Background: an optimization exercise with open tools, aiming at small area and a short achievable clock period. Do not read the settings as production practice. In this exercise RTL edits were held to simulation tests only and were not proved equivalent to the original.

===== flow/design.v =====
module mul_pipe (
    input  logic        clk,
    input  logic        reset_n,
    input  logic        valid_i,
    input  logic [2:0]  funct3_i,
    input  logic [31:0] op1_data_i,
    input  logic [31:0] op2_data_i,
    input  logic [4:0]  rd_i,
    input  logic        ctrl_reg_write_i,
    input  logic        flush_i,
    output logic        valid_result_o,
    output logic [31:0] result_o,
    output logic [4:0]  rd_o,
    output logic        ctrl_reg_write_o,
    output logic        op_ending_o,
    output logic        busy_o,
    output logic        unsupported_o
);
    localparam int WIDTH  = 32;
    localparam int STAGES = 5;
    localparam int RD_W   = 5;
    localparam int LAST = STAGES - 1;
    logic [STAGES-1:0] vld_q, vld_d;
    logic [STAGES-1:0] wr_q, wr_d;
    logic [RD_W-1:0]   rd_q [STAGES];
    logic [RD_W-1:0]   rd_d [STAGES];
    logic [WIDTH-1:0]  res_q [1:LAST];
    logic [WIDTH-1:0]  res_d [1:LAST];
    logic [WIDTH:0]    a_q, a_d;
    logic [WIDTH:0]    b_q, b_d;
    logic              hi_q, hi_d;
    logic              unsup_q, unsup_d;
    logic              accept;
    logic              a_signed;
    logic              b_signed;
    logic [2*WIDTH-1:0] prod;
    always_comb begin
        accept   = valid_i & ~funct3_i[2] & ~flush_i;
        unsup_d  = valid_i &  funct3_i[2] & ~flush_i;
        a_signed = (funct3_i[1:0] != 2'b11);
        b_signed = ~funct3_i[1];
        a_d      = {a_signed & op1_data_i[WIDTH-1], op1_data_i};
        b_d      = {b_signed & op2_data_i[WIDTH-1], op2_data_i};
        hi_d     = (funct3_i[1:0] != 2'b00);
        vld_d    = {vld_q[STAGES-2:0], accept};
        if (flush_i) begin
            vld_d = '0;
        end
        wr_d     = {wr_q[STAGES-2:0], ctrl_reg_write_i};
        rd_d[0]  = rd_i;
        for (int k = 1; k < STAGES; k++) begin
            rd_d[k] = rd_q[k-1];
        end
        prod     = {{(WIDTH-1){a_q[WIDTH]}}, a_q} * {{(WIDTH-1){b_q[WIDTH]}}, b_q};
        res_d[1] = hi_q ? prod[2*WIDTH-1:WIDTH] : prod[WIDTH-1:0];
        for (int k = 2; k < STAGES; k++) begin
            res_d[k] = res_q[k-1];
        end
    end
    always_ff @(posedge clk or negedge reset_n) begin
        if (!reset_n) begin
            vld_q   <= '0;
            wr_q    <= '0;
            a_q     <= '0;
            b_q     <= '0;
            hi_q    <= 1'b0;
            unsup_q <= 1'b0;
            for (int k = 0; k < STAGES; k++) begin
                rd_q[k] <= '0;
            end
            for (int k = 1; k < STAGES; k++) begin
                res_q[k] <= '0;
            end
        end else begin
            vld_q   <= vld_d;
            wr_q    <= wr_d;
            a_q     <= a_d;
            b_q     <= b_d;
            hi_q    <= hi_d;
            unsup_q <= unsup_d;
            for (int k = 0; k < STAGES; k++) begin
                rd_q[k] <= rd_d[k];
            end
            for (int k = 1; k < STAGES; k++) begin
                res_q[k] <= res_d[k];
            end
        end
    end
    assign valid_result_o   = vld_q[LAST];
    assign result_o         = res_q[LAST];
    assign rd_o             = rd_q[LAST];
    assign ctrl_reg_write_o = vld_q[LAST] & wr_q[LAST];
    assign op_ending_o      = vld_q[STAGES-2] & ~flush_i;
    assign busy_o           = |vld_q;
    assign unsupported_o    = unsup_q;
endmodule

===== flow/run.sh =====
#!/bin/bash
# synth_recipe.tcl (not shown) runs the flow's synth.tcl, then flattens the netlist and writes it again
# the make line also repeats each setting of config.mk as NAME=value (left out here)
make -C /OpenROAD-flow-scripts/flow DESIGN_CONFIG=/design/flow/config.mk WORK_HOME=/design/flow/orfs CLKGATE_MAP_FILE= SYNTH_SCRIPT=/design/flow/synth_recipe.tcl finish

===== flow/config.mk =====
export PLATFORM = sky130hd
export DESIGN_NAME = mul_pipe
export DESIGN_NICKNAME = mul_pipe
export VERILOG_FILES = /design/flow/design.v
export SDC_FILE = /design/flow/constraint.sdc
export NUM_CORES = 4
export LEC_CHECK = 0
export CAP_MARGIN = 20
export CORE_MARGIN = 2
export CORE_UTILIZATION = 40
export SLEW_MARGIN = 20

===== flow/constraint.sdc =====
create_clock -name core_clock -period 10.0 [get_ports {clk}]
set_input_delay 2.0000 -clock core_clock [delete_from_list [all_inputs] [get_ports {clk}]]
set_output_delay 2.0000 -clock core_clock [all_outputs]
set_load 0.01 [all_outputs]

==> reports/metrics.cfg <==
[critical_path]
worst_r2r_path_depth = 25
cp_data_required_time_ps = 10530
start_kind = flop
cp-end-kind = flop
startpoint = b_q[7]
worst_r2r_endpoint = res_q[1][31]
worstPathArrival_ps = 9320
reg2reg_from = b_q[7]
crit_type = reg2reg
rrSetupSlack_ps = 1200
critPathMaxFanout = 26

[final_layout]
area_growth_syn_to_layout_pct = 8.38
drive_above_1_share = 0.0358
final_cells = 6008
fin_nets = 5911

[clock_tree]
post-cts-setup-buffers = 0
cts_root_buffer = clkbuf_16
clk_latency_ps = 630
path_clk_slew_ps = 60
hold_buffers = 0
cts_tree = yes
cts_max_level = 1
cts_buffers = 30
clock_sinks = 231
cts_resized = 0
clockBufferDepth = 3

[run]
maxCapViolCount = 0

[route]
vias = 29800
wl_um = 118000
vias_per_cell = 4.96
drc = 0
ant_nets = 0
drtIter0Drc = 1717
dr.pass1.iters = 5
wl_per_cell_um = 19.6

[timing]
rsz0062_at_grt = no
post-route-period-util = 0.880
max_slew.worst_pin.slew_ps = 1150
slew_headroom = 0.237
tns_ps = 0
clock_skew_ps = 38.4
slew_violations = 0
post-route-min-period_ps = 8800
finalSetupViolations = 0
final_hold_viol_count = 0
fmax_mhz = 114

[global_route]
grt_max_degree = 76
grt_overflow = 0
grt_pass1_vias = 33100
antenna_found_initial = 0
grt_util_all_layers = 0.214
grt_pass1_wl_um = 191000

[die]
die_h_um = 339
core-area_mm2 = 0.111
io_pins = 119
die_width_um = 339
start_util = 0.404
dieArea_mm2 = 0.115
placementRows = 122

[synthesis]
syn_inst = 4490
synth_fp_nets = 5904
synth_top_cell_area_share = 0.503
yosys.cell_count.top_type = fa_1
avgSynthCellArea_um2 = 9.97
synth_seq_area_share = 0.129
synthDistinctLibCells = 74
ys_ff_latch = 231
yosysTopAreaCell = fa_1
async_flop_share = 1.00
synth_area_mm2 = 0.0448
synth_warnings = 5
synth-edff-count = 0
ys_top_cells_by_count = 1125 x fa_1, 1107 x inv_1, 579 x nand2_1
synth.area.top_cells = fa_1 50%, dfrtp_1 13%, inv_1 9.3%, and2_1 7.5%, ha_1 5.9%
ys.flop_type = dfrtp_1

[worst_hold_path]
hp-class = reg2reg
holdPathStages = 0
hp-start = res_q[2][12]
worstHoldEndpoint = res_q[3][12]

[run_status]
outcome = timing/DRC/antenna clean

[place]
gp_congestion = 0.882
placedCellCount = 5953
dpl.hpwl_um = 99700
io_buffers = 118

cells in the final DEF, fill, tap and decap left out, types with 24 or more instances in the layout:
master	n
a21o_1	24
and2_1	539
a21oi_1	59
nand2_1	579
clkbuf_16	30
buf_4	76
nor2_1	50
nor2b_1	33
clkdlybuf4s50_1	117
dfrtp_1	220
xnor2_1	33
xor2_1	30
o21ai_0	37
ha_1	212
fa_1	1125
inv_1	1107
layer usage:
metal | global-route usage | routed length, um | up-vias
met5 | 0 | 0 | -
met4 | 0.0532 | 3160 | 0
met3 | 0.0186 | 4510 | 161
met2 | 0.384 | 62500 | 677
met1 | 0.278 | 47700 | 16100
li1 | - | - | 12900
stage by stage:
stage          area (um^2)   util  hold WS [ps]  worst slack (ps)
2_1_floorplan        44800      -           331              2330
3_3_place_gp         47600  0.429           331              1430
3_5_place_dp         47600  0.429           335              1290
4_1_cts              48500  0.438           346              1240
5_1_grt              48500  0.438           349               806
6_report             48500  0.438           345              1200
critical path: stages, from the launching register on:
cell and delay, ps:
dfrtp_1 1090, nand2_1 260, inv_1 140, fa_1 430
inv_1 250, fa_1 510, inv_1 190, fa_1 490
fa_1 680, inv_1 330, fa_1 570, inv_1 60
fa_1 480, fa_1 490, inv_1 50, fa_1 470
inv_1 40, ha_1 340, and3_1 250, nand4_1 140
nor2_2 70, nor4b_4 320, a21boi_1 150, o21ai_0 320
or4b_1 460, o311ai_1 100
logic make-up after synthesis:
logic type,share of synthesized area
flip-flops,0.129
multiplexers,0.00215
adder cells (fa/ha/maj),0.562
buffers and inverters,0.112
XOR/XNOR,0.0123
AO/OA/AOI/OAI,0.0367
AND/OR/NAND/NOR,0.146
how the worst max path moves through the flow:
stage                    to  depth (start not counted)
3_5_place_dp   res_q[1][31]                         25
6_report       res_q[1][31]                         25
3_3_place_gp   res_q[1][31]                         25
2_1_floorplan  res_q[1][27]                         26
4_1_cts        res_q[1][31]                         25
5_1_grt        res_q[1][31]                         25
flip-flops by register name, summed over array words and instances, names as in the netlist:
register  flops
wr_q          5
b_q          33
rd_q         25
a_q          33
unsup_q       1
res_q       128
vld_q         5
hi_q          1
area by class of cell:
cell class | instances | area, um^2
antenna | 1 | 2.50
fill | 10800 | 62300
multi-input combinational | 2933 | 34000
timing repair buffer | 194 | 1760
tap | 1488 | 1860
inverter | 1107 | 4160
clock inverter | 14 | 145
sequential | 231 | 5790
clock buffer | 40 | 828

port drivers added, routing unchanged:
No port has a modelled driver above. Below, the same layout with a new extraction and two added sets of constraints.
Step 1 (the two cells are an assumption about what drives the block):
set clk [get_ports {clk}]
set_driving_cell -lib_cell sky130_fd_sc_hd__clkbuf_16 $clk
set_driving_cell -lib_cell sky130_fd_sc_hd__buf_2 [delete_from_list [all_inputs] $clk]
Step 2 times the ports against the registers' clock, not the clock port: input delays grow and output delays shrink by t, the midpoint of the rising clock arrivals with the driver on.
Slacks: ideal ports / drivers / drivers and shift; pairs: ideal ports / drivers.
t (ns): 0.685
setup slack, ns: 1.202 / 1.202 / 1.202
cell pins on the clock port's net: 1
After both steps setup and hold are still met in this run. For this run, drivers alone change the setup slack by 0.000 ns; drivers and shift together by 0.000 ns.
